What follows belongs to an exercise in optimizing a design on an open flow for small area, a short achievable clock period and few clock cycles per item; a production flow would make more cautious choices.
In this exercise RTL edits were held to simulation tests only and were not proved equivalent to the original.
Power figures rest on the tool's default switching activity, not on a simulated workload.

// bicubic_resampler
module bicubic_resampler #(
    parameter int LEN_W = bicubic_pkg::LEN_W
) (
    input  wire logic              CLK,
    input  wire logic              RST,
    input  wire logic              start_i,
    input  wire logic [LEN_W-1:0]  src_len_i,
    input  wire logic [LEN_W-1:0]  dst_len_i,
    input  wire logic              src_valid_i,
    input  wire bicubic_pkg::pix_t src_pix_i,
    output logic                   src_ready_o,
    output logic                   out_valid_o,
    output bicubic_pkg::pix_t      out_pix_o,
    input  wire logic              out_ready_i,
    output logic                   done_o
);
    localparam int QN = 7;   
    logic             busy;        
    logic             done_r;
    logic [LEN_W-1:0] den;         
    logic [LEN_W-1:0] src_left;    
    logic             sl_nz;       
    logic [7:0]       nb;          
    logic [9:0]       nb3;         
    logic             nbv;         
    logic             srdy;        
    logic [LEN_W-1:0] out_left;    
    logic             ol_nz;       
    logic             k8;          
    logic             loaded;      
    logic             filling;     
    logic [1:0]       fsh;         
    logic             out0;        
    logic             prep;        
    logic [QN-1:0]    oc;          
    logic [1:0]       dcnt;        
    logic             ddone;       
    logic [7:0]       kq;          
    logic [LEN_W-1:0] rr;          
    logic [7:0]       xr;          
  ...
Size in the first run: roughly 2700 cells after synthesis, about 38 I/O pins.
clock: 10.0 ns
lec_check: 0
abc_clock_period_in_ps: 4000
cap_margin: 20
core_margin: 2
core_utilization: 55
cts_cluster_diameter: 100
cts_cluster_size: 26
place_density: 0.75
setup_slack_margin: 5
slew_margin: 20
synth_hierarchical: 1
standard.sh (not shown) runs the stock make flow with config.mk's settings and CLKGATE_MAP_FILE= SYNTH_SCRIPT=/design/flow/synth_recipe.tcl, a recipe that flattens the netlist after the stock synthesis.
==> flow/flow/run.sh <==
#!/bin/bash
set -euo pipefail
sed 's/ SETUP_SLACK_MARGIN=[0-9.]* / SETUP_SLACK_MARGIN=6.6 /' standard.sh > standard_margin.sh
grep -q 'SETUP_SLACK_MARGIN=6.6' standard_margin.sh
bash standard_margin.sh > standard.log 2>&1
Testbench counts at the start, summed over its fixed seeds: cycles 18,916, items 16,987.
Next try:
- CTS_CLUSTER_DIAMETER: 100 -> unset
- CTS_CLUSTER_SIZE: 26 -> unset
- GPL_ROUTABILITY_DRIVEN: unset -> 0
Register-to-register slack stays flat.
Count of clock-buffer cells in the layout rose by 29.
Utilization rose by 1.8 points.
Synthesized cell count stays the same.
Clock skew rose by 0.015 ns.
Routed wire length rose by 2.1%.
Clock power rose by 69%.
Global-route usage rose by 0.46 points.
Cell area rose by 3.0%.
First-iteration DRC count rose by 4.6%.
Combinational power rose by about 2%.
Next try:
- CTS_CLUSTER_DIAMETER: unset -> 100
- CTS_CLUSTER_SIZE: unset -> 22
- GPL_ROUTABILITY_DRIVEN: 0 -> unset
- TNS_END_PERCENT: unset -> 30
What happened:
- The new run went through all stages and came out clean
- worst hold slack improves by 0.011 ns
- combinational power stays flat
- clock-buffer cell count is lower by 24
- total power is lower by 6.2%
- design area is lower by 2.6%
- die area is unchanged
- first-iteration DRC count is higher by 8.7%
- fmax is lower by 2.7%
Next try:
==> flow/flow/run.sh (replaced) <==
#!/bin/bash
set -euo pipefail
sed 's/ SETUP_SLACK_MARGIN=[0-9.]* / SETUP_SLACK_MARGIN=6.4 /' standard.sh > standard_margin.sh
grep -q 'SETUP_SLACK_MARGIN=6.4' standard_margin.sh
bash standard_margin.sh > standard.log 2>&1
- CTS_CLUSTER_DIAMETER: 100 -> unset
- CTS_CLUSTER_SIZE: 22 -> unset
- PLACE_DENSITY: 0.75 -> unset
- TNS_END_PERCENT: 30 -> unset
Worst setup slack improves by 0.012 ns.
Clock-buffer cell count grows by 34.
Cell area grows by 1.5%.
Total power grows by 3.9%.
Sequential cell count stays the same.
Fmax grows by 0.33%.

---

Setup of build 31:
Another version of the RTL of bicubic_resampler (not shown whole).
Size: roughly 2700 cells after synthesis, about 0.028 mm^2 of cells after synthesis.
Design bicubic_resampler, start of the top module:
module bicubic_resampler #(
    parameter int LEN_W = bicubic_pkg::LEN_W
) (
    input  wire logic              CLK,
    input  wire logic              RST,
    input  wire logic              start_i,
    input  wire logic [LEN_W-1:0]  src_len_i,
    input  wire logic [LEN_W-1:0]  dst_len_i,
    input  wire logic              src_valid_i,
    input  wire bicubic_pkg::pix_t src_pix_i,
    output logic                   src_ready_o,
    output logic                   out_valid_o,
    output bicubic_pkg::pix_t      out_pix_o,
    input  wire logic              out_ready_i,
    output logic                   done_o
);
    localparam int QN = 7;   
    logic             busy;        
    logic             done_r;
    logic [LEN_W-1:0] den;         
    logic [LEN_W-1:0] src_left;    
    logic             sl_nz;       
    logic [7:0]       nb;          
    logic [9:0]       nb3;         
    logic             nbv;         
    logic             srdy;        
    logic [LEN_W-1:0] out_left;    
    logic             ol_nz;       
    logic             k8;          
    logic             loaded;      
    logic             filling;     
    logic [1:0]       fsh;         
    logic             out0;        
    logic             prep;        
    logic [QN-1:0]    oc;          
    logic [1:0]       dcnt;        
  ...
clock: 10.0 ns
lec_check: 0
abc_clock_period_in_ps: 4000
cap_margin: 20
core_margin: 2
core_utilization: 55
cts_buf_list: sky130_fd_sc_hd__clkbuf_8
setup_slack_margin: 5
slew_margin: 20
synth_hierarchical: 1
==> flow/flow/run.sh <==
#!/bin/bash
set -euo pipefail
sed 's/ SETUP_SLACK_MARGIN=[0-9.]* / SETUP_SLACK_MARGIN=6.6 /' standard.sh > standard_margin.sh
grep -q 'SETUP_SLACK_MARGIN=6.6' standard_margin.sh
bash standard_margin.sh > standard.log 2>&1
Testbench counts of build 31, summed over its fixed seeds: cycles 18,916, items 16,987.
--- input diff build 31..build 32 ---
Settings: CTS_BUF_LIST: sky130_fd_sc_hd__clkbuf_8 -> unset.
==> flow/flow/run.sh <==
#!/bin/bash
set -euo pipefail
sed 's/ SETUP_SLACK_MARGIN=[0-9.]* / SETUP_SLACK_MARGIN=6.8 /' standard.sh > standard_margin.sh
grep -q 'SETUP_SLACK_MARGIN=6.8' standard_margin.sh
bash standard_margin.sh > standard.log 2>&1
Build 32 vs build 31: number of gates on the worst path with buffers counted down in build 32. Compared with build 31, build 32 supports a lower clock frequency. Placement-stage cell area of build 32 is on par with build 31. | final critical path time including I/O delays and setup | higher: build 32 |. Build 31 → build 32: final area went up by 870 um^2; combinational cell fraction of total power went up by 1.0 points; wire length went up by about 3.4%.
diff inputs: build 32 => build 89
==> flow/flow/run.sh <==
#!/bin/bash
set -euo pipefail
sed 's/ SETUP_SLACK_MARGIN=[0-9.]* / SETUP_SLACK_MARGIN=6.6 /' standard.sh > standard_margin.sh
grep -q 'SETUP_SLACK_MARGIN=6.6' standard_margin.sh
bash standard_margin.sh > standard.log 2>&1
### Flow results
Taking build 32 as the reference, in build 89 part of the total power dissipated in the clock network barely changed; final critical-path setup slack has increased; placed standard-cell area did not really move; final period utilization moved down; global-route usage shrank by 0.54 points.
Build 89 vs build 32, sum of met2 wire segment lengths after detailed routing went down by 1100 um.
Diff build 32 and build 89: post-layout net count higher in build 32
Clock power in build 89 vs build 32: down about 3%
Build 89 against build 32: number of cells on the critical path went down 3, die outline area did not really move.

==> separate check: timing with driven ports <==
Ports are ideal in the flow. The routed layouts listed here were re-timed in OpenROAD. Step 1: set_driving_cell puts a clkbuf_16 on CLK and a buf_2 on each other input, an assumption about the parent block. Step 2, shift: input delay + t, output delay - t, t = (earliest + latest rising clock arrival at the registers) / 2. This alone moves slack from input paths to output paths. Three values: ideal, step 1, step 2; two values: the first two.
run | shift t [ns] | slack for setup (ns) | worst setup path at the end
the first run of note 1 | 0.601 | 6.606 / 6.606 / 6.082 | input to register
the second run of note 1 | 0.621 | 6.594 / 6.594 / 6.023 | input to register
the third run of note 1 | 0.619 | 6.500 / 6.441 / 6.043 | input to register
the fourth run of note 1 | 0.627 | 6.511 / 6.460 / 5.919 | input to register
build 31 | 0.695 | 6.620 / 6.631 / 5.938 | input to register
build 32 | 0.637 | 6.558 / 6.574 / 5.937 | input to register
build 89 | 0.637 | 6.609 / 6.613 / 5.992 | input to register
After both steps every run listed still meets setup and hold. For build 31, which loses most, drivers alone change the setup slack by +0.011 ns; drivers and shift together by -0.682 ns.
